What follows belongs to an exercise in optimizing a design on an open flow for small area, a short achievable clock period and few clock cycles per item; a production flow would make more cautious choices. In this exercise RTL edits were held to simulation tests only and were not proved equivalent to the original. Power figures rest on the tool's default switching activity, not on a simulated workload.

[run.sh]
#!/bin/bash
# synth_recipe.tcl (not shown) runs the flow's synth.tcl, then flattens the netlist and writes it again
# the make line also repeats each setting of config.mk as NAME=value (left out here)
make -C /OpenROAD-flow-scripts/flow DESIGN_CONFIG=/design/flow/config.mk WORK_HOME=/design/flow/orfs CLKGATE_MAP_FILE= SYNTH_SCRIPT=/design/flow/synth_recipe.tcl finish
[config.mk]
export PLATFORM = sky130hd
export DESIGN_NAME = muldiv_unit
export DESIGN_NICKNAME = muldiv_unit
export VERILOG_FILES = /design/flow/design.v
export SDC_FILE = /design/flow/constraint.sdc
export NUM_CORES = 4
export LEC_CHECK = 0
export CAP_MARGIN = 20
export CORE_MARGIN = 2
export CORE_UTILIZATION = 40
export CTS_BUF_LIST = sky130_fd_sc_hd__clkbuf_4 sky130_fd_sc_hd__clkbuf_8
export PLACE_DENSITY = 0.6
export SETUP_SLACK_MARGIN = 1.3
export SLEW_MARGIN = 20
[constraint.sdc]
create_clock -name core_clock -period 5.0 [get_ports {clk}]
set_input_delay 1.0000 -clock core_clock [delete_from_list [all_inputs] [get_ports {clk}]]
set_output_delay 1.0000 -clock core_clock [all_outputs]
set_load 0.01 [all_outputs]
[design.v]
package muldiv_pkg;
    typedef logic [31:0] operand_t;   
    typedef logic [63:0] result_t;    
endpackage
`timescale 1ns/1ps
module shift_add_multiplier #(
    parameter int SLOT_W = 3
) (
    input  logic                 clk,
    input  logic                 rst,
    input  logic                 start,
    input  muldiv_pkg::operand_t a,
    input  muldiv_pkg::operand_t b,
    input  logic [SLOT_W-1:0]    tag,
    output logic                 busy,
    output logic                 wr_en,     
    output logic                 wr_next,   
    output logic [SLOT_W-1:0]    wr_slot,
    output muldiv_pkg::result_t  wr_data
);
    logic        run;         
    logic        fin;         
    logic [1:0]  left;        
    logic [1:0]  nbytes;      
    logic [31:0] mcand;
    logic [31:0] mplier;      
    logic [32:0] hs, hc;      
    logic [7:0]  ls, lc;      
    logic        lci;         
    logic [31:0] lo;          
    logic        take;
    assign take = start && !busy && !rst;
    function automatic logic [2:0] nbytes_of(input logic [31:0] v);
        if (v[31:24] != 8'd0)      nbytes_of = 3'd4;
        else if (v[23:16] != 8'd0) nbytes_of = 3'd3;
        else if (v[15:8]  != 8'd0) nbytes_of = 3'd2;
        else if (v[7:0]   != 8'd0) nbytes_of = 3'd1;
        else                       nbytes_of = 3'd0;
    endfunction
    logic [2:0] na, nb, nmin;
    logic       swap;
    assign na   = nbytes_of(a);
    assign nb   = nbytes_of(b);
    assign swap = na < nb;
    assign nmin = swap ? na : nb;
    logic [2:0] nm1w;
    logic [1:0] nm1;
    assign nm1w = nmin - 3'd1;
    assign nm1  = (nmin == 3'd0) ? 2'd0 : nm1w[1:0];
    localparam int W = 41;
    logic [W-1:0] r [10];
    always_comb begin
        r[0] = {{(W-33){1'b0}}, hs};
        r[1] = {{(W-33){1'b0}}, hc};
        for (int i = 0; i < 8; i++) r[2+i] = mplier[i] ? ({{(W-32){1'b0}}, mcand} << i) : '0;
    end
    function automatic logic [2*W-1:0] csa(input logic [W-1:0] x, input logic [W-1:0] y, input logic [W-1:0] z);
        logic [W-1:0] s, c;
        s = x ^ y ^ z;
        c = ((x & y) | (x & z) | (y & z)) << 1;
        csa = {s, c};
    endfunction
    logic [W-1:0] l1 [7];
    logic [W-1:0] l2 [5];
    logic [W-1:0] l3 [4];
    logic [W-1:0] l4 [3];
    logic [W-1:0] ts, tc;
    always_comb begin
        {l1[0], l1[1]} = csa(r[0], r[1], r[2]);
        {l1[2], l1[3]} = csa(r[3], r[4], r[5]);
        {l1[4], l1[5]} = csa(r[6], r[7], r[8]);
        l1[6] = r[9];
        {l2[0], l2[1]} = csa(l1[0], l1[1], l1[2]);
        {l2[2], l2[3]} = csa(l1[3], l1[4], l1[5]);
        l2[4] = l1[6];
        {l3[0], l3[1]} = csa(l2[0], l2[1], l2[2]);
        l3[2] = l2[3];
        l3[3] = l2[4];
        {l4[0], l4[1]} = csa(l3[0], l3[1], l3[2]);
        l4[2] = l3[3];
        {ts, tc} = csa(l4[0], l4[1], l4[2]);
    end
    logic [8:0]  lsum;
    logic [41:0] fsum;
    logic [71:0] full;
    assign lsum = {1'b0, ls} + {1'b0, lc} + {8'd0, lci};
    assign fsum = {1'b0, hs, ls} + {1'b0, hc, lc} + {41'd0, lci};
    assign full = {fsum[39:0], lo};
    always_ff @(posedge clk) begin
        if (rst) begin
            run <= 1'b0;
            fin <= 1'b0;
        end else if (take) begin
            run <= 1'b1;
        end else if (run) begin
            if (left == 2'd0) begin
                run <= 1'b0;
                fin <= 1'b1;
            end
        end else if (fin) begin
            fin <= 1'b0;
        end
    end
    always_ff @(posedge clk) begin
        if (take) begin
            mcand   <= swap ? b : a;
            mplier  <= swap ? a : b;
            nbytes  <= nm1;
            left    <= nm1;
            wr_slot <= tag;
            hs      <= '0;
            hc      <= '0;
            ls      <= '0;
            lc      <= '0;
            lci     <= 1'b0;
        end else begin
            mplier <= mplier >> 8;
            left   <= left - 2'd1;
            hs     <= ts[40:8];
            hc     <= tc[40:8];
            ls     <= ts[7:0];
            lc     <= tc[7:0];
            lci    <= lsum[8];
            lo     <= {lsum[7:0], lo[31:8]};
        end
    end
    assign busy    = run || fin;
    assign wr_en   = fin;
    assign wr_next = run && left == 2'd0;
    always_comb begin
        case (nbytes)
            2'd0:    wr_data = {24'd0, full[71:32]};
            2'd1:    wr_data = {16'd0, full[71:24]};
            2'd2:    wr_data = {8'd0, full[71:16]};
            default: wr_data = full[71:8];
        endcase
    end
endmodule
`timescale 1ns/1ps
module restoring_divider #(
    parameter int SLOT_W = 3
) (
    input  logic                 clk,
    input  logic                 rst,
    input  logic                 start,
    input  muldiv_pkg::operand_t dividend,
    input  muldiv_pkg::operand_t divisor,
    input  logic [SLOT_W-1:0]    tag,
    input  logic                 mul_wr_next,  
    output logic                 busy,
    output logic                 wr_en,     
    output logic [2**SLOT_W-1:0] wr_sel,    
    output logic [SLOT_W-1:0]    wr_slot,
    output muldiv_pkg::result_t  wr_data
);
    logic        twait;       
    logic        norm;        
    logic        run;         
    logic        pend;        
    logic        last;        
    logic [3:0]  left;        
    logic [3:0]  shift;       
    logic [31:0] rem;
    logic [31:0] dvsr;        
    logic [33:0] dvsr3;       
    logic [31:0] quo;
    logic        take;
    assign take = start && !busy && !rst;
    function automatic logic [5:0] bitlen(input logic [31:0] v);
        logic [5:0] n;
        n = 6'd0;
        for (int i = 0; i < 32; i++) if (v[i]) n = i + 1;
        bitlen = n;
    endfunction
    logic [5:0] lx, ly;
    logic [5:0] k;          
    logic       in_yzero;
    logic       in_triv;
    assign lx       = bitlen(dividend);
    assign ly       = bitlen(divisor);
    assign k        = lx - ly;
    assign in_yzero = (divisor == 32'd0);
    assign in_triv  = in_yzero || (dividend < divisor);
    logic [33:0] in_y3;     
    assign in_y3 = {2'd0, divisor} + {1'd0, divisor, 1'b0};
    function automatic logic [34:0] ks_sub(input logic [34:0] a, input logic [34:0] b);
        logic [34:0] p, g, pp, gg, c;
        p = a ^ ~b;
        g = a & ~b;
        pp = p;
        gg = g | p & {34'd0, 1'b1};   
        for (int d = 1; d < 35; d = d * 2) begin
            for (int i = 34; i >= d; i--) begin
                gg[i] = gg[i] | (pp[i] & gg[i-d]);
                pp[i] = pp[i] & pp[i-d];
            end
        end
        c = {gg[33:0], 1'b1};
        ks_sub = p ^ c;
    endfunction
    logic [34:0] t1, t2, t3;
    assign t1 = ks_sub({3'd0, rem}, {3'd0, dvsr});
    assign t2 = ks_sub({3'd0, rem}, {2'd0, dvsr, 1'b0});
    assign t3 = ks_sub({3'd0, rem}, {1'd0, dvsr3});
    logic [1:0]  digit;
    logic [31:0] rem_next;
    always_comb begin
        if (!t3[34]) begin
            digit = 2'd3;
            rem_next = t3[31:0];
        end else if (!t2[34]) begin
            digit = 2'd2;
            rem_next = t2[31:0];
        end else if (!t1[34]) begin
            digit = 2'd1;
            rem_next = t1[31:0];
        end else begin
            digit = 2'd0;
            rem_next = rem;
        end
    end
    logic stall;
    assign stall = mul_wr_next;
    always_ff @(posedge clk) begin
        if (rst) begin
            twait <= 1'b0;
            norm  <= 1'b0;
            run   <= 1'b0;
        end else if (take) begin
            twait <= in_triv && mul_wr_next;
            norm  <= !in_triv;
        end else if (twait) begin
            twait <= 1'b0;
        end else if (norm) begin
            norm <= 1'b0;
            run  <= 1'b1;
        end else if (run && last && !stall) begin
            run <= 1'b0;
        end
    end
    logic              pend_next;
    logic [SLOT_W-1:0] slot_next;
    assign pend_next = (take && in_triv && !mul_wr_next) || (!rst && twait) || (!rst && run && last && !stall);
    assign slot_next = take ? tag : wr_slot;
    always_ff @(posedge clk) begin
        pend <= pend_next;
        for (int i = 0; i < 2**SLOT_W; i++) wr_sel[i] <= pend_next && (slot_next == SLOT_W'(i));
    end
    always_ff @(posedge clk) begin
        if (take) begin
            rem     <= dividend;
            dvsr    <= divisor;
            dvsr3   <= in_y3;
            shift   <= k[4:1];
            quo     <= in_yzero ? 32'hFFFF_FFFF : 32'd0;
            wr_slot <= tag;
        end else if (norm) begin
            dvsr  <= dvsr << {shift, 1'b0};
            dvsr3 <= dvsr3 << {shift, 1'b0};
            left  <= shift;
            last  <= (shift == 4'd0);
        end else if (run && !(last && stall)) begin
            rem   <= rem_next;
            quo   <= {quo[29:0], digit};
            dvsr  <= dvsr >> 2;
            dvsr3 <= dvsr3 >> 2;
            left  <= left - 4'd1;
            last  <= (left == 4'd1);
        end
    end
    assign busy    = twait || norm || run;
    assign wr_en   = pend;
    assign wr_data = {rem, quo};
endmodule
`timescale 1ns/1ps
module result_arbiter #(
    parameter int SLOT_W = 3
) (
    input  logic                mul_we,
    input  logic [SLOT_W-1:0]   mul_slot,
    input  muldiv_pkg::result_t mul_data,
    input  logic                div_we,
    input  logic [SLOT_W-1:0]   div_slot,
    input  muldiv_pkg::result_t div_data,
    output logic                bank_we,
    output logic [SLOT_W-1:0]   bank_slot,
    output muldiv_pkg::result_t bank_data
);
    assign bank_we   = mul_we || div_we;
    assign bank_slot = mul_we ? mul_slot : div_slot;
    assign bank_data = (mul_data & {64{mul_we}}) | (div_data & {64{!mul_we}});
endmodule
`timescale 1ns/1ps
module result_bank #(
    parameter int SLOT_W = 3
) (
    input  logic                clk,
    input  logic                we,
    input  logic [SLOT_W-1:0]   wr_slot,
    input  muldiv_pkg::result_t wr_data,
    input  logic [2**SLOT_W-1:0] byp_sel,   
    input  muldiv_pkg::result_t byp_data,
    input  logic [SLOT_W-1:0]   rd_slot,
    output muldiv_pkg::result_t rd_data
);
    localparam int DEPTH = 2 ** SLOT_W;
    muldiv_pkg::result_t mem [DEPTH];
    always_ff @(posedge clk) begin
        if (we) begin
            mem[wr_slot] <= wr_data;
        end
    end
    logic [DEPTH-1:0] dec;
    logic             byp_hit;
    muldiv_pkg::result_t mem_data;
    always_comb begin
        for (int i = 0; i < DEPTH; i++) dec[i] = (rd_slot == SLOT_W'(i));
        mem_data = '0;
        for (int i = 0; i < DEPTH; i++) mem_data = mem_data | (mem[i] & {64{dec[i]}});
    end
    assign byp_hit = |(dec & byp_sel);
    assign rd_data = byp_hit ? byp_data : mem_data;
endmodule
`timescale 1ns/1ps
module muldiv_unit #(
    parameter int SLOT_W = 3
) (
    input  logic                 clk,
    input  logic                 rst,
    input  logic                 mul_start,
    input  muldiv_pkg::operand_t mul_a,
    input  muldiv_pkg::operand_t mul_b,
    input  logic [SLOT_W-1:0]    mul_tag,
    output logic                 mul_busy,
    input  logic                 div_start,
    input  muldiv_pkg::operand_t div_dividend,
    input  muldiv_pkg::operand_t div_divisor,
    input  logic [SLOT_W-1:0]    div_tag,
    output logic                 div_busy,
    input  logic [SLOT_W-1:0]    rd_slot,
    output muldiv_pkg::result_t  rd_data
);
    logic                mul_we;
    logic                mul_wr_next;
    logic [SLOT_W-1:0]   mul_slot;
    muldiv_pkg::result_t mul_data;
    logic                div_we;
    logic [2**SLOT_W-1:0] div_sel;
    logic [SLOT_W-1:0]   div_slot;
    muldiv_pkg::result_t div_data;
    logic                bank_we;
    logic [SLOT_W-1:0]   bank_slot;
    muldiv_pkg::result_t bank_data;
    shift_add_multiplier #(.SLOT_W(SLOT_W)) i_mul (
        .clk(clk), .rst(rst), .start(mul_start), .a(mul_a), .b(mul_b), .tag(mul_tag),
        .busy(mul_busy), .wr_en(mul_we), .wr_next(mul_wr_next), .wr_slot(mul_slot), .wr_data(mul_data)
    );
    restoring_divider #(.SLOT_W(SLOT_W)) i_div (
        .clk(clk), .rst(rst), .start(div_start), .dividend(div_dividend),
        .divisor(div_divisor), .tag(div_tag), .mul_wr_next(mul_wr_next), .busy(div_busy),
        .wr_en(div_we), .wr_sel(div_sel), .wr_slot(div_slot), .wr_data(div_data)
    );
    result_arbiter #(.SLOT_W(SLOT_W)) i_arb (
        .mul_we(mul_we), .mul_slot(mul_slot), .mul_data(mul_data),
        .div_we(div_we), .div_slot(div_slot), .div_data(div_data),
        .bank_we(bank_we), .bank_slot(bank_slot), .bank_data(bank_data)
    );
    result_bank #(.SLOT_W(SLOT_W)) i_bank (
        .clk(clk), .we(bank_we), .wr_slot(bank_slot), .wr_data(bank_data),
        .byp_sel(div_sel), .byp_data(div_data),
        .rd_slot(rd_slot), .rd_data(rd_data)
    );
endmodule
==> results of run 1 <==
[flip-flops by register name, indices dropped and copies added, names as in the netlist, 3 cells and up]
signal         count
i_div.rem         32
i_mul.mcand       32
i_mul.lc           3
i_bank.mem       512
i_mul.ls           8
i_div.shift        4
i_mul.hc          32
i_div.left         4
i_mul.mplier      32
i_div.wr_slot      3
i_mul.lo          24
i_mul.hs          31
i_div.dvsr        32
i_div.wr_sel       8
i_div.quo         32
i_div.dvsr3       34
i_mul.wr_slot      3
[cell type report]
type | instances | share of cell area, %
repair buffers | 567 | 8.851
multi-input cells | 3487 | 43.88
clock inverters | 56 | 0.8361
clock buffers | 199 | 3.791
diodes | 9 | 0.03484
inverters | 374 | 2.191
flip-flops and latches | 838 | 37.02
well taps | 1755 | 3.397
[cell usage in the layout, fill, tap and decap left out, drive strengths merged, types with 27 or more instances in the layout]
master and instances:
edfxtp 712, nand2 450, buf 412, inv 377, nor2 304, a21oi 294
fa 250, o21ai 247, ha 246, and2 220, clkbuf 216, a221oi 137
mux2i 128, dfxtp 126, clkdlybuf4s50 125, a22o 116, a31oi 99, a21o 92
xnor2 69, mux2 61, xor2 55, nand3 52, nor3 49, a211oi 47
o22ai 45, clkinv 44, o21a 43, o211ai 40, nand2b 38, a22oi 37
nor2b 33, or3 27
[tightest hold or removal path: stages (launching register included)]
cell	delay, ps
dfxtp_1	300
nand2_1	40
o21ai_0	50
[cell families (layout without fill, tap and decap cells)]
family,after synthesis,count (layout),share of synthesized area [%]
AO/OA/AOI/OAI,1386,1386,17.84
AND/OR/NAND/NOR,1288,1288,11.50
buffers and inverters,624,1196,4.450
XOR/XNOR,124,124,2.047
other,0,9,0
flip-flops,838,838,45.05
adder cells (fa/ha/maj),496,496,15.23
multiplexers,193,193,3.886
[how the worst min path moves through the flow]
stage	startpoint	end	slack [ps]	cells past startpoint
finish	i_mul.mplier[9]$_DFF_P_	i_mul.mplier[1]$_DFF_P_	430	2
global placement	i_mul.mplier[10]$_DFF_P_	i_mul.mplier[2]$_DFF_P_	420	2
detailed placement	i_mul.mplier[27]$_SDFF_PN0_	i_mul.mplier[19]$_DFF_P_	420	2
global route	i_mul.mplier[14]$_DFF_P_	i_mul.mplier[6]$_DFF_P_	450	2
floorplan	i_mul.mplier[8]$_DFF_P_	i_mul.mplier[0]$_DFF_P_	400	2
CTS	i_mul.mplier[10]$_DFF_P_	i_mul.mplier[2]$_DFF_P_	430	2
[per-layer routing]
metal	track usage (%)	part of all wire [%]	wire length, um
met2	37.96	43	79560
met1	38.61	44	81430
met4	7.857	3.0	5523
met5	0	0.022	41
met3	5.252	9.8	18190
[where the power goes]
group / internal [mW] / switching, mW
sequential: 8.87 / 0.650
clock: 3.51 / 3.10
combinational: 5.87 / 8.20
total: 18.3 / 11.9
[repair_timing]
action	4_1_cts	5_1_grt
pin swaps	24	88
setup buffers	65	109
hold endpoints to repair	0	0
resized for setup	419	280
endpoints found under the setup margin	320	417
cloned	11	18
==> impl_metrics.json, run 1 <==
{
  "rows": 133,
  "multi_input_comb_area_um2": 28370,
  "timing.fmax_mhz": 257.1,
  "instances_no_fill": 7285,
  "rr_endpoint": "i_mul.hs[7]$_SDFF_PP0_",
  "grt_first_pass_wirelength_mm": 264.1,
  "pin_count": 207,
  "gr-total-overflow": 0,
  "rr_worst_depth": 11,
  "dp.cells": 6817,
  "dpl_cell_area_um2": 57940,
  "critPathRequiredTime_ps": 4000,
  "slowest_delay_ps": 240,
  "synth_area_leaders": "edfxtp_1, fa_1, ha_1",
  "yosysMostFrequentCell": "edfxtp_1",
  "setup_violations": 0,
  "drive_gt1_share_pct": 18.33,
  "r2r_slack_ps": 1320,
  "drt_iter0_drc": 4940,
  "fin_area_um2": 64650,
  "relSlewSlack_pct": 25.71,
  "dr.pass1.iters": 8,
  "ys_types": 92,
  "syn_to_final_growth_pct": 21.84,
  "vias_per_cell": 5.885,
  "crit_slowest_cell": "a22o_1",
  "synth_edf_count": 712,
  "grt_max_degree": 150,
  "power_density_nw_per_um2": 467.1,
  "cts_hold_buf": 0,
  "start_util_pct": 40.31,
  "hold_class": "flip-flop to flip-flop",
  "r2r-start": "i_mul.mplier[4]$_DFF_P_",
  "fin_skew_ps": 62.96,
  "worst_pin_slew_ps": 1103,
  "cp-start-kind": "input port",
  "cp_cell_sequence": "buf_8 -> and3_4 -> a22o_1 -> a221oi_2 -> and3_4 -> buf_12 -> buf_12 -> buf_16 -> clkbuf_16 -> nor2_4 -> a31oi_1 -> buf_2",
  "worst-path-max-fanout": 7,
  "fillers": 11845,
  "yosys_warnings": 8,
  "path_buf_inv": 6,
  "yosysTopAreaCell": "edfxtp_1",
  "yosysSeqAreaShare_pct": 45.05,
  "async_flop_share_pct": 0,
  "synth_cells": 4949,
  "cts_inserted_buffers": 147,
  "crit_start": "rd_slot[1]",
  "ff_latch_area_um2": 23930,
  "cp_data_arrival_time_ps": 2890,
  "fin_crit_ps": 3889,
  "clockRootBuffer": "clkbuf_8",
  "p_leak_nw": 25.24,
  "layout.nets": 6052,
  "end_kind": "output port",
  "wl_per_cell_um": 25.36,
  "syn-num-nets": 5586,
  "finalCritPeriodShare_pct": 77.79,
  "crit_type": "input port to output port",
  "grt_pass1_vias": 40413,
  "yosys.area.top_type_share_pct": 40.29,
  "io_buffers": 206,
  "synth_flop_cell": "edfxtp_1",
  "antenna_found_initial": 12,
  "endpoint": "rd_data[6]",
  "fin_setup_tns_ps": 0,
  "drcViolationCount": 0,
  "clock-sinks": 838,
  "rsz0062_at_grt": "true",
  "gp_congestion": 0.9164,
  "vias": 42871,
  "worst_hold_slack_ps": 427.9,
  "cp_top_family": "buffers and inverters",
  "vdd_drop_max_uv": 286.2,
  "grtUsageTotal_pct": 25.99,
  "place_hpwl_mm": 126.5,
  "post-place-ws_ps": -68.21,
  "finalPower_mw": 30.20,
  "netlist_area_um2": 53060,
  "fp.dieH_um": 368.2,
  "status": "complete, no violations",
  "final_max_slew_viol_count": 0,
  "fin_ws_ps": 1111,
  "hold_violations": 0,
  "final_util_pct": 49.11,
  "worst-path-stages": 12,
  "wirelength_mm": 184.7,
  "die-area_um2": 135600,
  "die_x_um": 368.2,
  "ant_nets": 0,
  "core_area_um2": 131600,
  "yosys-top-cells-count": "edfxtp_1, nand2_1, inv_1",
  "synth.avg_cell_area_um2": 10.72,
  "ys_ff_latch": 838,
  "insertion_delay_ps": 920,
  "tritoncts": "yes",
  "clk_pin_slew_ps": 60,
  "cts-htree-levels": 4,
  "drv_cap": 0,
  "clk_path_buf_depth": 3
}
Testbench counts, summed over its fixed seeds: cycles 11,126, ops 3,200.
==> inputs of run 2 (changes only) <==
--- a/config.mk
+++ b/config.mk
@@ -10,5 +10,5 @@
 export CORE_UTILIZATION = 40
 export CTS_BUF_LIST = sky130_fd_sc_hd__clkbuf_4 sky130_fd_sc_hd__clkbuf_8
 export PLACE_DENSITY = 0.6
-export SETUP_SLACK_MARGIN = 1.3
+export SETUP_SLACK_MARGIN = 1.5
 export SLEW_MARGIN = 20
==> impl_metrics.json, run 2 <==
{
  "die-area_um2": 135600,
  "finalCritPeriodShare_pct": 76.88,
  "status": "complete, no violations",
  "crit_slowest_cell": "and3_4",
  "drive_gt1_share_pct": 25.77,
  "drt_iter0_drc": 4936,
  "timing.fmax_mhz": 260.2,
  "largest_reg_flops": 512,
  "yosys-top-cells-count": "edfxtp_1, nand2_1, inv_1",
  "top_register": "i_bank.mem",
  "drcViolationCount": 0,
  "pin_count": 207,
  "vdd_drop_max_uv": 315.9,
  "multi_input_comb_area_um2": 29690,
  "async_flop_share_pct": 0,
  "yosysTopAreaCell": "edfxtp_1",
  "cts_inserted_buffers": 146,
  "reg_top3": "i_bank.mem (512), i_div.dvsr3 (34)",
  "final_common_cell": "edfxtp_1",
  "grtUsageTotal_pct": 27.75,
  "wl_per_cell_um": 26.47,
  "switchingPower_mw": 12.79,
  "wirelength_mm": 195.9,
  "gr-total-overflow": 0,
  "p_leak_nw": 26.28,
  "ff_latch_area_um2": 23950,
  "yosys_warnings": 8,
  "drv_cap": 0,
  "clk_pin_slew_ps": 60,
  "fillers": 11506,
  "fin_skew_ps": 51.72,
  "layout.nets": 6165,
  "intPower_mw": 19.44,
  "end_kind": "output port",
  "crit_type": "input port to output port",
  "clockRootBuffer": "clkbuf_8",
  "cp_data_arrival_time_ps": 2840,
  "worst_pin_slew_ps": 1132,
  "worst_hold_slack_ps": 429.2,
  "grt_pass1_vias": 42431,
  "vias": 44112,
  "syn_to_final_growth_pct": 27.38,
  "ant_nets": 0,
  "synth_cells": 4949,
  "yosysMostFrequentCell": "edfxtp_1",
  "final_util_pct": 51.35,
  "netlist_area_um2": 53060,
  "gp_congestion": 0.9318,
  "hold_violations": 0,
  "cp-start-kind": "input port",
  "crit_top_cell": "buf_12",
  "p_clk_share_pct": 21.1,
  "grt_first_pass_wirelength_mm": 279.8,
  "synth.avg_cell_area_um2": 10.72,
  "die_x_um": 368.2,
  "dr.pass1.iters": 6,
  "syn-num-nets": 5586,
  "rsz0062_at_grt": "true",
  "dpl_cell_area_um2": 57990,
  "relSlewSlack_pct": 24.43,
  "vias_per_cell": 5.960,
  "antenna_found_initial": 7,
  "start_util_pct": 40.31,
  "sw_frac_of_total_pct": 39.69,
  "cp_top_family": "buffers and inverters",
  "synth_flop_cell": "edfxtp_1",
  "rows": 133,
  "ys_ff_latch": 838,
  "cts-htree-levels": 4,
  "place_hpwl_mm": 126.7,
  "synth_edf_count": 712,
  "clk_path_buf_depth": 3,
  "slowest_delay_ps": 270,
  "io_buffers": 206,
  "core_area_um2": 131600,
  "ys_types": 92,
  "hold_class": "flip-flop to flip-flop",
  "finalPower_mw": 32.23,
  "fp.dieH_um": 368.2,
  "layout_common_cells": "edfxtp_1, nand2_1, inv_1",
  "fin_setup_tns_ps": 0,
  "path_buf_inv": 6,
  "yosysSeqAreaShare_pct": 45.05,
  "grt_max_degree": 97,
  "setup_violations": 0,
  "final_max_slew_viol_count": 0,
  "fin_area_um2": 67590,
  "insertion_delay_ps": 890,
  "synth_area_leaders": "edfxtp_1, fa_1, ha_1",
  "power_density_nw_per_um2": 476.9,
  "yosys.area.top_type_share_pct": 40.29,
  "clock-sinks": 838,
  "tritoncts": "yes",
  "cp_cell_sequence": "buf_12 -> and3_4 -> a22o_1 -> a221oi_2 -> and3_4 -> buf_12 -> buf_12 -> buf_12 -> buf_16 -> a31oi_4 -> buf_6",
  "combPwrFrac_pct": 49.2,
  "fin_crit_ps": 3844,
  "p_seq_share_pct": 29.6,
  "critPathRequiredTime_ps": 4000,
  "worst-path-max-fanout": 8
}
run 2: layout make-up:
type                            instances  area share, %
Multi-Input combinational cell       3493          43.93
Sequential cell                       838          35.44
Timing Repair Buffer                  675          10.67
Clock buffer                          204          3.664
Tap cell                             1755          3.249
Inverter                              374          2.112
Clock inverter                         58         0.9126
Antenna cell                            4        0.01481
run 2: what timing repair did:
action,4_1_cts,5_1_grt
resized for setup,779,415
hold buffers,0,0
pin swaps,179,210
cloned,33,12
setup buffers,195,80
endpoints found under the setup margin,532,614
run 2: kinds of logic (layout without fill, tap and decap cells):
kind of cell / count (synthesis) / count (layout) / share of synthesized area, %
flops: 838 / 838 / 45.05
compound gates: 1386 / 1388 / 17.84
buf+inv: 624 / 1311 / 4.450
simple gates: 1288 / 1292 / 11.50
xor+xnor: 124 / 124 / 2.047
other cells: 0 / 4 / 0
mux: 193 / 193 / 3.886
fa+ha+maj: 496 / 496 / 15.23
run 2: power by group through the flow:
stage                     logic [mW]  registers [mW]  clock network [mW]
after floorplan                 8.78            9.35                   0
after global placement          12.4            9.77                   0
after detailed placement        12.6            9.78                   0
after CTS                       14.2            9.53                6.89
after global routing            17.3            9.60                7.17
final                           15.9            9.56                6.81
run 2: metal layers:
metal / share of wire (%) / global-route usage, % / up-vias
met4: 4.1 / 10.29 / 8
met3: 11 / 6.863 / 391
met5: 0.028 / 0 / -
li1: - / - / 19413
met2: 42 / 40.28 / 2509
met1: 42 / 39.89 / 21791
run 2: worst register-to-register path: cells and delay by family, from the launching register on:
kind                     cells  cell delay (ps)
adder cells (fa/ha/maj)      5             2600
buffers and inverters        3              340
flip-flops                   1              500
AND/OR/NAND/NOR              2              180
run 2: final timing paths:
kind	from	end	cells past startpoint	slack (ps)
hold reg to reg	i_mul.mplier[13]$_DFF_P_	i_mul.mplier[5]$_DFF_P_	2	430
hold / removal	i_mul.mplier[13]$_DFF_P_	i_mul.mplier[5]$_DFF_P_	2	430
setup / recovery	rd_slot[0]	rd_data[14]	11	1160
setup reg to reg	i_mul.mcand[20]$_DFFE_PP_	i_mul.hs[12]$_SDFF_PP0_	10	1310
run 2: per-stage QoR:
stage	std cells	setup WS, ps
2_1_floorplan	4949	627.4
3_3_place_gp	6815	-88.01
3_5_place_dp	6815	-28.08
4_1_cts	7305	1219
5_1_grt	7399	1139
6_report	7401	1156
==> inputs of run 3 (changes only) <==
--- a/design.v
+++ b/design.v
@@ -159,7 +159,7 @@
     logic        pend;        
     logic        last;        
     logic [3:0]  left;        
-    logic [3:0]  shift;       
+    logic [5:0]  lxr, lyr;    
     logic [31:0] rem;
     logic [31:0] dvsr;        
     logic [33:0] dvsr3;       
@@ -178,7 +178,7 @@
     logic       in_triv;
     assign lx       = bitlen(dividend);
     assign ly       = bitlen(divisor);
-    assign k        = lx - ly;
+    assign k        = lxr - lyr;
     assign in_yzero = (divisor == 32'd0);
     assign in_triv  = in_yzero || (dividend < divisor);
     logic [33:0] in_y3;     
@@ -251,14 +251,15 @@
             rem     <= dividend;
             dvsr    <= divisor;
             dvsr3   <= in_y3;
-            shift   <= k[4:1];
+            lxr     <= lx;
+            lyr     <= ly;
             quo     <= in_yzero ? 32'hFFFF_FFFF : 32'd0;
             wr_slot <= tag;
         end else if (norm) begin
-            dvsr  <= dvsr << {shift, 1'b0};
-            dvsr3 <= dvsr3 << {shift, 1'b0};
-            left  <= shift;
-            last  <= (shift == 4'd0);
+            dvsr  <= dvsr << {k[4:1], 1'b0};
+            dvsr3 <= dvsr3 << {k[4:1], 1'b0};
+            left  <= k[4:1];
+            last  <= (k[4:1] == 4'd0);
         end else if (run && !(last && stall)) begin
             rem   <= rem_next;
             quo   <= {quo[29:0], digit};
--- a/config.mk
+++ b/config.mk
@@ -10,5 +10,5 @@
 export CORE_UTILIZATION = 40
 export CTS_BUF_LIST = sky130_fd_sc_hd__clkbuf_4 sky130_fd_sc_hd__clkbuf_8
 export PLACE_DENSITY = 0.6
-export SETUP_SLACK_MARGIN = 1.5
+export SETUP_SLACK_MARGIN = 1.05
 export SLEW_MARGIN = 20
==> impl_metrics.json, run 3 <==
{
  "layout_common_cells": "edfxtp_1, inv_1, nand2_1",
  "fin_skew_ps": 52.07,
  "slowest_delay_ps": 280,
  "grt_max_degree": 150,
  "die-area_um2": 134400,
  "gp_congestion": 0.9474,
  "layout.nets": 5788,
  "dr.pass1.iters": 6,
  "cp-start-kind": "input port",
  "grt_first_pass_wirelength_mm": 254.6,
  "vias_per_cell": 5.787,
  "dp.cells": 6707,
  "largest_reg_flops": 512,
  "yosysTopAreaCell": "edfxtp_1",
  "crit_slowest_cell": "clkdlybuf4s15_1",
  "worst_pin_slew_ps": 1093,
  "drv_cap": 0,
  "cts-htree-levels": 4,
  "pin_count": 207,
  "final_util_pct": 47.04,
  "drive_gt1_share_pct": 12.61,
  "cp_data_arrival_time_ps": 2910,
  "io_buffers": 206,
  "post-place-ws_ps": -38.49,
  "wl_per_cell_um": 24.51,
  "synth_edf_count": 718,
  "ys_ff_latch": 844,
  "netlist_area_um2": 52590,
  "gr-total-overflow": 0,
  "clk_pin_slew_ps": 60,
  "tritoncts": "yes",
  "syn_to_final_growth_pct": 17.14,
  "hold_path.startpoint": "i_mul.mplier[9]$_DFF_P_",
  "insertion_delay_ps": 890,
  "final_max_slew_viol_count": 0,
  "clk_path_buf_depth": 3,
  "relSlewSlack_pct": 26.94,
  "vdd_drop_max_uv": 286.8,
  "path_buf_inv": 6,
  "ant_nets": 0,
  "worst_hold_slack_ps": 425.2,
  "yosysSeqAreaShare_pct": 45.79,
  "core_area_um2": 131000,
  "yosysMostFrequentCell": "edfxtp_1",
  "cts_inserted_buffers": 149,
  "yosys_warnings": 8,
  "cp_top_family": "buffers and inverters",
  "rows": 133,
  "synth.avg_cell_area_um2": 10.87,
  "grtUsageTotal_pct": 25.08,
  "r2r-start": "i_div.rem[6]$_DFFE_PP_",
  "antenna_found_initial": 6,
  "cp_cell_sequence": "clkbuf_4 -> buf_4 -> nor3b_4 -> a221oi_2 -> and3_4 -> buf_12 -> buf_8 -> bufbuf_16 -> o21ai_2 -> clkdlybuf4s15_1",
  "reg_top3": "i_bank.mem (512), i_div.dvsr3 (34)",
  "start_util_pct": 40.16,
  "grt_pass1_vias": 39562,
  "crit_type": "input port to output port",
  "p_leak_nw": 24.17,
  "syn-num-nets": 5475,
  "worst-path-max-fanout": 10,
  "place_hpwl_mm": 122.9,
  "rsz0062_at_grt": "true",
  "hold_violations": 0,
  "fp.dieH_um": 366.6,
  "fin_crit_ps": 3909,
  "die_x_um": 366.6,
  "hold_class": "flip-flop to flip-flop",
  "vias": 40682,
  "crit_start": "rd_slot[1]",
  "instances_no_fill": 7030,
  "synth_cells": 4838,
  "drcViolationCount": 0,
  "synth_area_leaders": "edfxtp_1, fa_1, ha_1",
  "status": "complete, no violations",
  "async_flop_share_pct": 0,
  "power_density_nw_per_um2": 488.7,
  "synth_flop_cell": "edfxtp_1",
  "fin_ws_ps": 1091,
  "critPathRequiredTime_ps": 4000,
  "cts_hold_buf": 0,
  "final_common_cell": "edfxtp_1",
  "timing.fmax_mhz": 255.8,
  "yosys.area.top_type_share_pct": 41.00,
  "wirelength_mm": 172.3,
  "finalCritPeriodShare_pct": 78.19,
  "ys_types": 84,
  "clock-sinks": 844,
  "clockRootBuffer": "clkbuf_8",
  "end_kind": "output port",
  "yosys-top-cells-count": "edfxtp_1, inv_1, nand2_1",
  "drt_iter0_drc": 4699,
  "setup_violations": 0,
  "top_register": "i_bank.mem"
}
-- run 3: cell count changes in the layout (fill, tap and decap cells not counted), moves of 37 or more --
cell,delta
a22oi_1,+111
a22o_1,-37
fa_2,-79
buf_2,-38
and2_1,+72
buf_6,-75
fa_1,+79
a21oi_1,+40
nand2_1,-40
inv_1,+58
and2_4,-80
buf_4,-140
nor2_1,+48
-- run 3: power by group --
| group | internal, mW | leakage, nW | switching [mW] | total [mW] |
|---|---|---|---|---|
| registers | 8.94 | 7.64 | 0.639 | 9.58 |
| logic | 5.50 | 14.9 | 8.15 | 13.7 |
| clock network | 3.75 | 1.68 | 3.13 | 6.88 |
-- run 3: worst paths after layout --
check	to	slack (ps)	cells after the start
setup / recovery	rd_data[58]	1090	10
hold / removal	i_mul.mplier[1]$_DFF_P_	430	2
setup reg to reg	i_div.rem[4]$_DFFE_PP_	1090	14
hold reg to reg	i_mul.mplier[1]$_DFF_P_	430	2
-- run 3: cells by family after synthesis --
group / after synthesis / share of synthesized area (%)
AOI/OAI and AO/OA: 1337 / 17.05
xor gates and xnor gates: 146 / 2.431
adders and majority gates: 496 / 15.37
buffers and inverters: 631 / 4.584
DFF: 844 / 45.79
muxes: 194 / 3.949
and+or+nand+nor: 1190 / 10.82
-- run 3: cell type report --
| class | count | area [um^2] |
|---|---|---|
| Antenna cell | 3 | 7.507 |
| Clock buffer | 205 | 2546 |
| Clock inverter | 67 | 649.4 |
| Fill cell | 12152 | 69360 |
| Inverter | 391 | 1468 |
| Multi-Input combinational cell | 3363 | 26700 |
| Sequential cell | 844 | 24090 |
| Tap cell | 1755 | 2196 |
| Timing Repair Buffer | 402 | 3950 |
-- run 3: worst min-delay path, cell delays in order, from the launching register on --
cell and delay (ps):
dfxtp_1 300, nand2_1 40, o21ai_0 60
-- run 3: timing repair --
action	CTS	global route
setup buffers	22	19
cloned	6	1
setup endpoints to repair	286	311
gates resized for setup	217	78
pin swaps	6	6
endpoints found under the hold margin	0	0
-- run 3: per-layer routing --
layer / GRT usage (%) / part of all wire [%] / routed length, um / up-vias
li1: - / - / - / 18371
met1: 36.11 / 44 / 76310 / 20212
met2: 38.03 / 44 / 76370 / 1815
met3: 4.875 / 8.5 / 14660 / 274
met4: 7.874 / 2.8 / 4865 / 10
met5: 0 / 0.044 / 75 / -
-- run 3: metrics by stage --
stage                     instance area, um^2  power, mW  setup TNS (ps)
after floorplan                         52610      18.45               0
after global placement                  57460      22.73               0
after detailed placement                57460      22.89          -72.42
after CTS                               61190      29.89               0
after global routing                    61610      32.11               0
final                                   61610      30.11               0
Testbench counts of run 3, summed over its fixed seeds: cycles 11,126, ops 3,200.
==> inputs of run 4 (changes only) <==
--- a/config.mk
+++ b/config.mk
@@ -10,5 +10,5 @@
 export CORE_UTILIZATION = 40
 export CTS_BUF_LIST = sky130_fd_sc_hd__clkbuf_4 sky130_fd_sc_hd__clkbuf_8
 export PLACE_DENSITY = 0.6
-export SETUP_SLACK_MARGIN = 1.05
+export SETUP_SLACK_MARGIN = 1.15
 export SLEW_MARGIN = 20
==> impl_metrics.json, run 4 <==
{
  "grtUsageTotal_pct": 25.74,
  "fp.dieH_um": 366.6,
  "cts_inserted_buffers": 147,
  "yosys.area.top_type_share_pct": 41.00,
  "grt_first_pass_wirelength_mm": 260.2,
  "fin_crit_ps": 3871,
  "hold_violations": 0,
  "wirelength_mm": 176.4,
  "reg_top3": "i_bank.mem (512), i_div.dvsr3 (34)",
  "rsz0062_at_grt": "true",
  "ys_ff_latch": 844,
  "fin_skew_ps": 69.64,
  "io_buffers": 206,
  "yosys_warnings": 8,
  "yosysMostFrequentCell": "edfxtp_1",
  "rows": 133,
  "drcViolationCount": 0,
  "fin_setup_tns_ps": 0,
  "final_common_cell": "edfxtp_1",
  "die_x_um": 366.6,
  "clock-sinks": 844,
  "antenna_found_initial": 8,
  "intPower_mw": 18.41,
  "drv_cap": 0,
  "wl_per_cell_um": 25.02,
  "yosysTopAreaCell": "edfxtp_1",
  "relSlewSlack_pct": 24.18,
  "grt_max_degree": 150,
  "largest_reg_flops": 512,
  "core_area_um2": 131000,
  "insertion_delay_ps": 920,
  "cp_data_arrival_time_ps": 4450,
  "gp_congestion": 0.9414,
  "vdd_drop_max_uv": 341.2,
  "netlist_area_um2": 52590,
  "cts_hold_buf": 0,
  "synth_flop_cell": "edfxtp_1",
  "pin_count": 207,
  "syn-num-nets": 5475,
  "dp.cells": 6699,
  "end_kind": "flip-flop",
  "layout_common_cells": "edfxtp_1, nand2_1, inv_1",
  "dr.pass1.iters": 6,
  "synth_area_leaders": "edfxtp_1, fa_1, ha_1",
  "top_register": "i_bank.mem",
  "synth_edf_count": 718,
  "grt_pass1_vias": 39891,
  "clockRootBuffer": "clkbuf_8",
  "instances_no_fill": 7049,
  "vias": 41134,
  "worst_pin_slew_ps": 1135,
  "hold_class": "flip-flop to flip-flop",
  "async_flop_share_pct": 0,
  "tritoncts": "yes",
  "synth_cells": 4838,
  "yosysSeqAreaShare_pct": 45.79,
  "crit_type": "flip-flop to flip-flop",
  "die-area_um2": 134400,
  "finalCritPeriodShare_pct": 77.41,
  "yosys-top-cells-count": "edfxtp_1, inv_1, nand2_1",
  "place_hpwl_mm": 123.5,
  "sw_frac_of_total_pct": 39.62,
  "p_leak_nw": 24.34,
  "status": "complete, no violations",
  "drt_iter0_drc": 4470,
  "combPwrFrac_pct": 46.1,
  "synth.avg_cell_area_um2": 10.87,
  "worst-path-max-fanout": 8,
  "critPathRequiredTime_ps": 5580,
  "setup_violations": 0,
  "power_density_nw_per_um2": 491.5,
  "ant_nets": 0,
  "start_util_pct": 40.16,
  "ys_types": 84,
  "drive_gt1_share_pct": 14.16,
  "worst_hold_slack_ps": 425.1,
  "layout.nets": 5812,
  "cts-htree-levels": 4,
  "final_max_slew_viol_count": 0,
  "gr-total-overflow": 0,
  "clk_path_buf_depth": 3,
  "vias_per_cell": 5.835,
  "syn_to_final_growth_pct": 17.99,
  "cp-start-kind": "flip-flop",
  "switchingPower_mw": 12.08,
  "clk_pin_slew_ps": 60,
  "timing.fmax_mhz": 258.3,
  "p_clk_share_pct": 22.6,
  "p_seq_share_pct": 31.3
}
-- run 4: cell counts after synthesis --
No cell type changed its count.
-- run 4: cells by family after synthesis --
logic type / count (synthesis) / synth area share [%]
AOI/OAI and AO/OA: 1337 / 17.05
xor gates and xnor gates: 146 / 2.431
adders and majority gates: 496 / 15.37
buffers and inverters: 631 / 4.584
DFF: 844 / 45.79
muxes: 194 / 3.949
and+or+nand+nor: 1190 / 10.82
-- run 4: final timing paths --
kind | cells after the start | to | from | slack (ps)
min reg2reg | 2 | i_mul.mplier[4]$_DFF_P_ | i_mul.mplier[12]$_DFF_P_ | 430
min | 2 | i_mul.mplier[4]$_DFF_P_ | i_mul.mplier[12]$_DFF_P_ | 430
max reg2reg | 12 | i_bank.mem[4][48]$_DFFE_PP_ | i_mul.ls[6]$_SDFF_PP0_ | 1130
max | 12 | i_bank.mem[4][48]$_DFFE_PP_ | i_mul.ls[6]$_SDFF_PP0_ | 1130
-- run 4: final cells by class --
type	instances	area, um^2
fill	12100	68910
multi-input combinational	3363	26890
sequential	844	24090
timing repair buffer	428	4193
clock buffer	207	2517
tap	1755	2196
inverter	391	1468
clock inverter	57	686.9
antenna	4	10.01
-- run 4: power by group through the flow --
stage | logic (mW) | registers, mW | clock network [mW]
after floorplan | 9.04 | 9.41 | 0
after global placement | 13.2 | 9.72 | 0
after detailed placement | 13.3 | 9.73 | 0
after CTS | 13.7 | 9.53 | 7.00
after global routing | 15.6 | 9.61 | 7.32
final | 14.1 | 9.54 | 6.90
-- run 4: through the flow --
| stage | setup slack [ps] | instance area (um^2) | utilization, % | power [mW] |
|---|---|---|---|---|
| 2_1_floorplan | 744.3 | 52630 | - | 18.46 |
| 6_report | 1129 | 62050 | 47.38 | 30.50 |
| 5_1_grt | 1003 | 62050 | 47.38 | 32.51 |
| 4_1_cts | 1133 | 61550 | 46.99 | 30.24 |
| 3_5_place_dp | 149.1 | 57430 | 43.85 | 23.02 |
| 3_3_place_gp | 210.5 | 57420 | 43.84 | 22.89 |
-- run 4: per-layer routing --
metal	global-route usage (%)	vias to the layer above	share of wire, %
li1	-	18430	-
met1	36.28	20456	43
met2	39.03	1910	44
met3	6.023	322	9.4
met4	8.365	16	3.1
met5	0	-	0.067
-- run 4: critical path, cell delays in order (launching register included) --
cell and delay [ps]:
dfxtp_1 310, ha_1 320, nand4_1 130, o21ai_1 210
a21oi_2 100, o31ai_2 360, a21oi_2 160, o31ai_1 430
a221o_1 300, a211oi_1 120, xor2_1 200, o21a_1 280
o22ai_1 620
-- run 4: repair_timing --
item / in CTS / in global routing
buffers inserted: 36 / 33
endpoints found under the setup margin: 266 / 400
pin swaps: 15 / 32
cloned: 12 / 1
resized for setup: 285 / 143
==> inputs of run 5 (changes only) <==
--- a/config.mk
+++ b/config.mk
@@ -10,5 +10,6 @@
 export CORE_UTILIZATION = 40
 export CTS_BUF_LIST = sky130_fd_sc_hd__clkbuf_4 sky130_fd_sc_hd__clkbuf_8
 export PLACE_DENSITY = 0.6
-export SETUP_SLACK_MARGIN = 1.15
+export SETUP_SLACK_MARGIN = 1.05
 export SLEW_MARGIN = 20
+export TNS_END_PERCENT = 5
==> impl_metrics.json, run 5 <==
{
  "synth_flop_cell": "edfxtp_1",
  "final_util_pct": 46.81,
  "yosys_warnings": 8,
  "io_buffers": 206,
  "dp.cells": 6700,
  "pin_count": 207,
  "yosysSeqAreaShare_pct": 45.79,
  "core_area_um2": 131000,
  "cp_data_arrival_time_ps": 3100,
  "layout.nets": 5775,
  "final_common_cell": "edfxtp_1",
  "instances_no_fill": 7012,
  "slowest_delay_ps": 360,
  "finalCritPeriodShare_pct": 81.92,
  "top_register": "i_bank.mem",
  "ant_nets": 0,
  "tritoncts": "yes",
  "yosysMostFrequentCell": "edfxtp_1",
  "drt_iter0_drc": 4688,
  "p_leak_nw": 24.03,
  "end_kind": "output port",
  "cp_cell_sequence": "clkdlybuf4s15_1 -> buf_6 -> and3b_4 -> a22oi_1 -> and3_4 -> buf_12 -> bufbuf_16 -> o21ai_1 -> dlygate4sd2_1",
  "worst-path-max-fanout": 8,
  "crit_type": "input port to output port",
  "power_density_nw_per_um2": 485.7,
  "syn_to_final_growth_pct": 16.56,
  "cts_inserted_buffers": 149,
  "p_clk_share_pct": 22.2,
  "p_seq_share_pct": 32.2,
  "combPwrFrac_pct": 45.6,
  "final_max_slew_viol_count": 0,
  "hold_violations": 0,
  "fp.dieH_um": 366.6,
  "clk_path_buf_depth": 3,
  "ys_types": 84,
  "vias": 40868,
  "place_hpwl_mm": 121.4,
  "status": "complete, no violations",
  "r2r_slack_ps": 940,
  "async_flop_share_pct": 0,
  "clock-sinks": 844,
  "fin_setup_tns_ps": 0,
  "cts-htree-levels": 4,
  "vdd_drop_max_uv": 322.0,
  "yosys.area.top_type_share_pct": 41.00,
  "cp-start-kind": "input port",
  "synth.avg_cell_area_um2": 10.87,
  "gr-total-overflow": 0,
  "crit_start": "rd_slot[2]",
  "synth_edf_count": 718,
  "intPower_mw": 17.90,
  "clk_pin_slew_ps": 60,
  "yosys-top-cells-count": "edfxtp_1, inv_1, nand2_1",
  "crit_slowest_cell": "and3b_4",
  "r2r-start": "i_mul.hc[4]$_SDFF_PP0_",
  "worst_pin_slew_ps": 1105,
  "critPathRequiredTime_ps": 4000,
  "synth_area_leaders": "edfxtp_1, fa_1, ha_1",
  "sw_frac_of_total_pct": 39.86,
  "grtUsageTotal_pct": 25.14,
  "hold_path.startpoint": "i_mul.mplier[16]$_DFF_P_",
  "insertion_delay_ps": 920,
  "reg_top3": "i_bank.mem (512), i_div.dvsr3 (34)",
  "layout_common_cells": "edfxtp_1, inv_1, nand2_1",
  "rows": 133,
  "grt_first_pass_wirelength_mm": 255.4,
  "gp_congestion": 0.9330,
  "antenna_found_initial": 6,
  "yosysTopAreaCell": "edfxtp_1",
  "grt_pass1_vias": 39941,
  "start_util_pct": 40.16,
  "dr.pass1.iters": 6,
  "fin_skew_ps": 70.23,
  "netlist_area_um2": 52590,
  "switchingPower_mw": 11.87,
  "hold_class": "flip-flop to flip-flop",
  "clockRootBuffer": "clkbuf_8",
  "drv_cap": 0,
  "wirelength_mm": 172.8,
  "fillers": 12072,
  "drcViolationCount": 0,
  "syn-num-nets": 5475,
  "synth_cells": 4838,
  "grt_max_degree": 80,
  "vias_per_cell": 5.828,
  "wl_per_cell_um": 24.65,
  "die_x_um": 366.6,
  "die-area_um2": 134400,
  "largest_reg_flops": 512,
  "drive_gt1_share_pct": 11.59,
  "timing.fmax_mhz": 244.1,
  "fin_crit_ps": 4096,
  "relSlewSlack_pct": 26.35,
  "setup_violations": 0,
  "rsz0062_at_grt": "true",
  "ys_ff_latch": 844
}
## run 5: area by class of cell
cell class	instances	area, um^2	area share [%]
clock buffer	203	2494	4.068
sequential	844	24090	39.30
clock inverter	65	543.0	0.8858
multi-input combinational	3363	26580	43.36
inverter	391	1471	2.400
timing repair buffer	389	3924	6.401
tap	1755	2196	3.582
antenna	2	5.005	0.008164
## run 5: logic make-up after synthesis
kind of cell / after synthesis / synth area share [%]
AOI/OAI and AO/OA: 1337 / 17.05
xor gates and xnor gates: 146 / 2.431
adders and majority gates: 496 / 15.37
buffers and inverters: 631 / 4.584
DFF: 844 / 45.79
muxes: 194 / 3.949
and+or+nand+nor: 1190 / 10.82
## run 5: worst max-delay path, delay by kind of cell
| kind | cells | cell delay, ps |
|---|---|---|
| buf+inv | 5 | 1170 |
| simple gates | 2 | 570 |
| compound gates | 2 | 350 |
## run 5: final timing paths
kind,end,depth (start not counted)
hold reg to reg,i_mul.mplier[8]$_DFF_P_,2
hold / removal,i_mul.mplier[8]$_DFF_P_,2
setup / recovery,rd_data[63],9
setup reg to reg,i_bank.mem[6][39]$_DFFE_PP_,13
## run 5: stage by stage
stage / hold WS [ps] / total power [mW] / area (um^2) / setup WS, ps
global route: 447.8 / 31.75 / 61300 / 728.9
detailed placement: 412.5 / 22.94 / 57440 / 47.07
floorplan: 401.4 / 18.45 / 52610 / 744.3
CTS: 427.6 / 29.61 / 61030 / 803.3
global placement: 415.5 / 22.79 / 57440 / 26.72
finish: 428.5 / 29.77 / 61300 / 904.1
## run 5: routing by layer
layer	global-route usage (%)	vias to the layer above	wire length (um)
met5	0	-	68
met2	38.26	1957	76310
met4	7.360	10	4644
li1	-	18343	-
met1	36.14	20272	75340
met3	5.114	286	16490
## run 5: power by group through the flow
stage / Sequential (mW) / Clock, mW / Combinational, mW
2_1_floorplan: 9.42 / 0 / 9.04
3_3_place_gp: 9.73 / 0 / 13.1
3_5_place_dp: 9.74 / 0 / 13.2
4_1_cts: 9.60 / 6.70 / 13.3
5_1_grt: 9.65 / 6.99 / 15.1
6_report: 9.59 / 6.60 / 13.6
## run 5: repair_timing
| item | CTS | global route |
|---|---|---|
| buffers inserted | 21 | 13 |
| gates resized for setup | 170 | 25 |
| pin swaps | 10 | 4 |
| endpoints found under the setup margin | 191 | 401 |
| hold buffers | 0 | 0 |
| cloned | 6 | 2 |
==> inputs of run 6 (changes only) <==
--- a/config.mk
+++ b/config.mk
@@ -10,6 +10,6 @@
 export CORE_UTILIZATION = 40
 export CTS_BUF_LIST = sky130_fd_sc_hd__clkbuf_4 sky130_fd_sc_hd__clkbuf_8
 export PLACE_DENSITY = 0.6
-export SETUP_SLACK_MARGIN = 1.05
+export SETUP_SLACK_MARGIN = 1.25
 export SLEW_MARGIN = 20
 export TNS_END_PERCENT = 5
==> impl_metrics.json, run 6 <==
{
  "status": "complete, no violations",
  "hold_class": "flip-flop to flip-flop",
  "top_register": "i_bank.mem",
  "finalCritPeriodShare_pct": 78.68,
  "crit_slowest_cell": "edfxtp_1",
  "dp.cells": 6695,
  "layout_common_cells": "edfxtp_1, inv_1, nand2_1",
  "largest_reg_flops": 512,
  "ys_types": 84,
  "cts-htree-levels": 4,
  "whs_path_depth": 2,
  "setup_violations": 0,
  "netlist_area_um2": 52590,
  "gp_congestion": 0.9462,
  "finalPower_mw": 29.89,
  "clockRootBuffer": "clkbuf_8",
  "cp-start-kind": "flip-flop",
  "synth_area_leaders": "edfxtp_1, fa_1, ha_1",
  "fin_area_um2": 61400,
  "die-area_um2": 134400,
  "dpl_cell_area_um2": 57310,
  "final_max_slew_viol_count": 0,
  "drv_cap": 0,
  "vdd_drop_max_uv": 307.3,
  "antenna_found_initial": 8,
  "tritoncts": "yes",
  "relSlewSlack_pct": 21.51,
  "fin_crit_ps": 3934,
  "yosys.area.top_type_share_pct": 41.00,
  "path_buf_inv": 3,
  "cp_data_arrival_time_ps": 4580,
  "synth_edf_count": 718,
  "drt_iter0_drc": 4394,
  "worst_pin_slew_ps": 1174,
  "worst-path-stages": 14,
  "worst-path-max-fanout": 19,
  "synth_flop_cell": "edfxtp_1",
  "slowest_delay_ps": 460,
  "yosysSeqAreaShare_pct": 45.79,
  "final_common_cell": "edfxtp_1",
  "core_area_um2": 131000,
  "rr_worst_depth": 14,
  "place_hpwl_mm": 124.3,
  "p_leak_nw": 24.04,
  "fp.dieH_um": 366.6,
  "instances_no_fill": 7009,
  "async_flop_share_pct": 0,
  "critPathRequiredTime_ps": 5640,
  "grt_pass1_vias": 39382,
  "end_kind": "flip-flop",
  "ant_nets": 0,
  "cp_top_family": "compound AO/OA/AOI/OAI gates",
  "yosysTopAreaCell": "edfxtp_1",
  "wirelength_mm": 173.0,
  "grt_first_pass_wirelength_mm": 255.9,
  "vias": 40776,
  "clock-sinks": 844,
  "pin_count": 207,
  "syn_to_final_growth_pct": 16.74,
  "yosysMostFrequentCell": "edfxtp_1",
  "io_buffers": 206,
  "yosys-top-cells-count": "edfxtp_1, inv_1, nand2_1",
  "drive_gt1_share_pct": 12.65,
  "rsz0062_at_grt": "true",
  "grt_max_degree": 83,
  "layout.nets": 5785,
  "start_util_pct": 40.16,
  "r2r_slack_ps": 1070,
  "fin_skew_ps": 50.23,
  "vias_per_cell": 5.818,
  "reg_top3": "i_bank.mem (512), i_div.dvsr3 (34)",
  "synth_cells": 4838,
  "ys_ff_latch": 844,
  "grtUsageTotal_pct": 25.24,
  "insertion_delay_ps": 910,
  "cp_cell_sequence": "inv_1 -> ha_1 -> and4_1 -> and3_1 -> nand2_1 -> a211oi_1 -> or2_1 -> a311o_1 -> a41oi_4 -> buf_4 -> clkbuf_16 -> a211oi_2 -> a21oi_1 -> mux2_2",
  "gr-total-overflow": 0,
  "die_x_um": 366.6,
  "timing.fmax_mhz": 254.2,
  "clk_pin_slew_ps": 60,
  "drcViolationCount": 0,
  "dr.pass1.iters": 6,
  "synth.avg_cell_area_um2": 10.87,
  "power_density_nw_per_um2": 486.8,
  "fin_setup_tns_ps": 0,
  "syn-num-nets": 5475,
  "wl_per_cell_um": 24.68,
  "rows": 133,
  "hold_violations": 0,
  "yosys_warnings": 8,
  "clk_path_buf_depth": 3,
  "crit_type": "flip-flop to flip-flop",
  "cts_inserted_buffers": 146
}
-- run 6: cell counts after synthesis --
Identical to the previous run, type by type.
-- run 6: layout make-up --
class / count / area, um^2
tap: 1755 / 2196
timing repair buffer: 402 / 3849
clock inverter: 54 / 576.8
sequential: 844 / 24090
inverter: 391 / 1475
antenna: 3 / 7.507
multi-input combinational: 3363 / 26770
clock buffer: 197 / 2436
fill: 12140 / 69570
-- run 6: layer usage --
metal  global-route usage [%]  routed length [um]  vias up
met3                    5.788               16350      281
met4                    7.328                4908        4
met1                    36.05               75510    20328
met2                    38.21               76190     1817
met5                        0                  21        -
li1                         -                   -    18346
-- run 6: path summary, 6_finish.rpt --
| path | from | end |
|---|---|---|
| hold reg to reg | i_mul.mplier[11]$_DFF_P_ | i_mul.mplier[3]$_DFF_P_ |
| hold / removal | i_mul.mplier[11]$_DFF_P_ | i_mul.mplier[3]$_DFF_P_ |
| setup / recovery | i_div.dvsr[17]$_DFFE_PP_ | i_div.rem[4]$_DFFE_PP_ |
| setup reg to reg | i_div.dvsr[17]$_DFFE_PP_ | i_div.rem[4]$_DFFE_PP_ |
-- run 6: cells by family after synthesis --
group / Yosys count / share of synthesized area (%)
AOI/OAI and AO/OA: 1337 / 17.05
and+or+nand+nor: 1190 / 10.82
DFF: 844 / 45.79
buffers and inverters: 631 / 4.584
adders and majority gates: 496 / 15.37
muxes: 194 / 3.949
xor gates and xnor gates: 146 / 2.431
-- run 6: timing repair --
item | 4_1_cts | 5_1_grt
cloned | 5 | 1
hold buffers | 0 | 0
resized for setup | 298 | 37
pin swaps | 12 | 7
setup endpoints to repair | 342 | 451
setup buffers | 35 | 19
-- run 6: report_power, final --
| group | internal, mW | switching [mW] | total, mW | leakage (nW) |
|---|---|---|---|---|
| logic | 5.49 | 8.16 | 13.6 | 14.8 |
| registers | 8.94 | 0.664 | 9.60 | 7.64 |
| clock network | 3.58 | 3.05 | 6.64 | 1.58 |
-- run 6: tightest hold or removal path, stage by stage (launching register included) --
cell	delay [ps]
dfxtp_1	300
nand2_1	40
o21ai_0	50
-- run 6: through the flow --
stage | hold WS, ps | worst slack, ps | utilization [%]
final | 419.0 | 1066 | 46.88
after global routing | 445.1 | 975.6 | 46.88
after floorplan | 401.4 | 744.3 | -
after detailed placement | 419.5 | 34.59 | 43.76
after global placement | 411.4 | 100.5 | 43.76
after CTS | 419.2 | 1007 | 46.61
==> inputs of run 7 (changes only) <==
--- a/design.v
+++ b/design.v
@@ -234,8 +234,9 @@
         end else if (norm) begin
             norm <= 1'b0;
             run  <= 1'b1;
-        end else if (run && last && !stall) begin
-            run <= 1'b0;
+        end else if (run && last) begin
+            run   <= 1'b0;
+            twait <= stall;
         end
     end
     logic              pend_next;
@@ -249,26 +250,32 @@
     always_ff @(posedge clk) begin
         if (take) begin
             rem     <= dividend;
-            dvsr    <= divisor;
-            dvsr3   <= in_y3;
             lxr     <= lx;
             lyr     <= ly;
             quo     <= in_yzero ? 32'hFFFF_FFFF : 32'd0;
             wr_slot <= tag;
         end else if (norm) begin
-            dvsr  <= dvsr << {k[4:1], 1'b0};
-            dvsr3 <= dvsr3 << {k[4:1], 1'b0};
             left  <= k[4:1];
             last  <= (k[4:1] == 4'd0);
-        end else if (run && !(last && stall)) begin
+        end else if (run) begin
             rem   <= rem_next;
             quo   <= {quo[29:0], digit};
-            dvsr  <= dvsr >> 2;
-            dvsr3 <= dvsr3 >> 2;
             left  <= left - 4'd1;
             last  <= (left == 4'd1);
         end
     end
+    always_ff @(posedge clk) begin
+        if (take) begin
+            dvsr  <= divisor;
+            dvsr3 <= in_y3;
+        end else if (norm) begin
+            dvsr  <= dvsr << {k[4:1], 1'b0};
+            dvsr3 <= dvsr3 << {k[4:1], 1'b0};
+        end else begin
+            dvsr  <= dvsr >> 2;
+            dvsr3 <= dvsr3 >> 2;
+        end
+    end
     assign busy    = twait || norm || run;
     assign wr_en   = pend;
     assign wr_data = {rem, quo};
--- a/config.mk
+++ b/config.mk
@@ -10,6 +10,5 @@
 export CORE_UTILIZATION = 40
 export CTS_BUF_LIST = sky130_fd_sc_hd__clkbuf_4 sky130_fd_sc_hd__clkbuf_8
 export PLACE_DENSITY = 0.6
-export SETUP_SLACK_MARGIN = 1.25
+export SETUP_SLACK_MARGIN = 1.05
 export SLEW_MARGIN = 20
-export TNS_END_PERCENT = 5
==> impl_metrics.json, run 7 <==
{
  "status": "complete, no violations",
  "fin_crit_ps": 3952,
  "grt_first_pass_wirelength_mm": 261.0,
  "gr-total-overflow": 0,
  "worst-path-max-fanout": 7,
  "setup_violations": 0,
  "rows": 132,
  "cts_hold_buf": 0,
  "vdd_drop_max_uv": 338.4,
  "gp_congestion": 0.9388,
  "insertion_delay_ps": 930,
  "clk_pin_slew_ps": 60,
  "end_kind": "output port",
  "hold_class": "flip-flop to flip-flop",
  "timing.fmax_mhz": 253.0,
  "wl_per_cell_um": 24.99,
  "final_max_slew_viol_count": 0,
  "rsz0062_at_grt": "true",
  "netlist_area_um2": 52350,
  "finalCritPeriodShare_pct": 79.05,
  "fp.dieH_um": 365.8,
  "synth_area_leaders": "edfxtp_1, fa_1, dfxtp_1",
  "ys_types": 93,
  "cp-start-kind": "input port",
  "start_util_pct": 40.38,
  "drt_iter0_drc": 4447,
  "final_util_pct": 47.76,
  "dr.pass1.iters": 5,
  "clock-sinks": 844,
  "crit_slowest_cell": "and3b_2",
  "top_register": "i_bank.mem",
  "syn-num-nets": 5527,
  "synth.avg_cell_area_um2": 10.71,
  "layout.nets": 5876,
  "drv_cap": 0,
  "yosys-top-cells-count": "edfxtp_1, nand2_1, inv_1",
  "critPathRequiredTime_ps": 4000,
  "yosysSeqAreaShare_pct": 44.89,
  "cp_cell_sequence": "buf_2 -> buf_8 -> and3b_2 -> a22oi_2 -> and3_4 -> buf_6 -> buf_16 -> buf_4 -> buf_12 -> o21ai_4 -> clkdlybuf4s15_2",
  "wirelength_mm": 177.5,
  "grt_max_degree": 150,
  "fin_skew_ps": 63.99,
  "crit_type": "input port to output port",
  "fillers": 11859,
  "antenna_found_initial": 16,
  "cp_data_arrival_time_ps": 2950,
  "ys_ff_latch": 844,
  "largest_reg_flops": 512,
  "clockRootBuffer": "clkbuf_8",
  "grtUsageTotal_pct": 25.88,
  "drive_gt1_share_pct": 13.78,
  "slowest_delay_ps": 320,
  "die-area_um2": 133800,
  "core_area_um2": 129600,
  "vias": 41505,
  "drcViolationCount": 0,
  "synth_edf_count": 660,
  "worst_pin_slew_ps": 1101,
  "synth_cells": 4890,
  "syn_to_final_growth_pct": 18.29,
  "hold_violations": 0,
  "ant_nets": 0,
  "fin_setup_tns_ps": 0,
  "grt_pass1_vias": 40155,
  "yosys_warnings": 8,
  "die_x_um": 365.8,
  "yosys.area.top_type_share_pct": 37.86,
  "yosysTopAreaCell": "edfxtp_1",
  "pin_count": 207,
  "clk_path_buf_depth": 3,
  "r2r_slack_ps": 1120,
  "tritoncts": "yes",
  "async_flop_share_pct": 0,
  "place_hpwl_mm": 122.0,
  "yosysMostFrequentCell": "edfxtp_1",
  "reg_top3": "i_bank.mem (512), i_div.dvsr3 (34)",
  "synth_flop_cell": "edfxtp_1",
  "layout_common_cells": "edfxtp_1, nand2_1, inv_1",
  "relSlewSlack_pct": 26.40,
  "power_density_nw_per_um2": 535.9,
  "io_buffers": 206,
  "p_leak_nw": 24.44,
  "cts-htree-levels": 4,
  "final_common_cell": "edfxtp_1",
  "vias_per_cell": 5.844,
  "cts_inserted_buffers": 147
}
[run 7: cell types whose count changed in the layout (fill, tap and decap cells not counted), sizes merged, moves of 19 or more]
cell         change
edfxtp          -58
buf             +42
nor2            +24
o221ai          -22
dlygate4sd2     -27
a22oi           -80
clkinv          +19
a221oi          +43
dfxtp           +58
a22o            +25
nand2           +24
[run 7: critical path, delay by kind of cell]
family          cells  cell delay [ps]
compound gates      2              270
buf+inv             7             1060
simple gates        2              570
[run 7: cell type report]
cell class | instances | area [um^2] | share of cell area (%)
Antenna cell | 4 | 10.01 | 0.01616
Clock buffer | 194 | 2426 | 3.918
Clock inverter | 72 | 664.4 | 1.073
Inverter | 392 | 1480 | 2.390
Multi-Input combinational cell | 3417 | 27160 | 43.86
Sequential cell | 844 | 23510 | 37.96
Tap cell | 1742 | 2180 | 3.520
Timing Repair Buffer | 437 | 4496 | 7.259
[run 7: report_power, final]
group	switching (mW)	leakage (nW)	internal, mW
combinational	9.91	15.2	6.76
sequential	0.787	7.58	9.03
clock	3.18	1.61	3.53
[run 7: path summary, 6_finish.rpt]
kind | cells after the start | start | to
setup / recovery | 11 | rd_slot[2] | rd_data[32]
hold reg to reg | 2 | i_mul.mplier[10]$_DFF_P_ | i_mul.mplier[2]$_DFF_P_
setup reg to reg | 16 | i_div.rem[0]$_DFFE_PP_ | i_div.rem[13]$_DFFE_PP_
hold / removal | 2 | i_mul.mplier[10]$_DFF_P_ | i_mul.mplier[2]$_DFF_P_
[run 7: metal layers]
metal	global-route usage, %	vias to the layer above	routed length, um
li1	-	18601	-
met1	37.43	20485	77470
met2	37.24	2098	75510
met3	6.921	295	19040
met4	8.773	26	5329
met5	0	-	171
[run 7: kinds of logic after synthesis]
kind of cell | Yosys count | share of synthesized area [%]
adders and majority gates | 496 | 15.44
and+or+nand+nor | 1221 | 11.01
AOI/OAI and AO/OA | 1357 | 17.58
buffers and inverters | 630 | 4.579
DFF | 844 | 44.89
xor gates and xnor gates | 143 | 2.392
muxes | 199 | 4.099
[run 7: per-stage QoR]
| step | setup slack, ps | hold WS (ps) | instances | power, mW | instance area [um^2] |
|---|---|---|---|---|---|
| detailed placement | 165.5 | 416.4 | 6745 | 25.75 | 57200 |
| global placement | 175.1 | 413.8 | 6745 | 25.58 | 57200 |
| floorplan | 751.2 | 401.4 | 4890 | 20.55 | 52370 |
| finish | 1048 | 421.9 | 7102 | 33.19 | 61930 |
| CTS | 1075 | 428.3 | 7066 | 32.73 | 61370 |
| global route | 1002 | 433.4 | 7100 | 35.43 | 61920 |
[run 7: what timing repair did]
action / in CTS / in global routing
setup buffers: 37 / 28
endpoints found under the setup margin: 147 / 236
gates resized for setup: 318 / 89
gates cloned: 18 / 4
pin swaps: 18 / 16
Testbench counts of run 7, summed over its fixed seeds: cycles 11,126, ops 3,200.

## what the ideal ports hide
How much do the figures lean on ideal ports? The routed layouts below were timed once more, with nothing changed but the port constraints. Step 1 assumes that a clkbuf_16 drives the clock port and a buf_2 every other input. Step 2, shift: input delay + t, output delay - t, t = (earliest + latest rising clock arrival at the registers) / 2. This alone moves slack from input paths to output paths. a / b / c = ideal / step 1 / step 2; a / b = the first two.
run | t, ns | setup WS [ns] | worst hold slack (ns) | cell pins on the clock port's net
run 1 | 0.967 | 1.111 / 1.052 / 0.399 | 0.428 / 0.428 / 0.428 | 1
run 2 | 0.942 | 1.156 / 1.106 / 0.548 | 0.429 / 0.429 / 0.429 | 1
run 3 | 0.945 | 1.091 / 1.062 / 0.321 | 0.425 / 0.425 / 0.425 | 1
run 4 | 0.971 | 1.129 / 1.129 / 0.325 | 0.425 / 0.425 / 0.425 | 1
run 5 | 0.964 | 0.904 / 0.879 / 0.184 | 0.429 / 0.429 / 0.429 | 1
run 6 | 0.955 | 1.066 / 1.066 / 0.189 | 0.419 / 0.419 / 0.419 | 1
run 7 | 0.963 | 1.048 / 0.892 / 0.290 | 0.422 / 0.422 / 0.422 | 1
After both steps setup and hold are still met in every run listed. The setup slack of run 6, which loses most, moves by 0.000 ns with the drivers and by -0.877 ns with both steps.
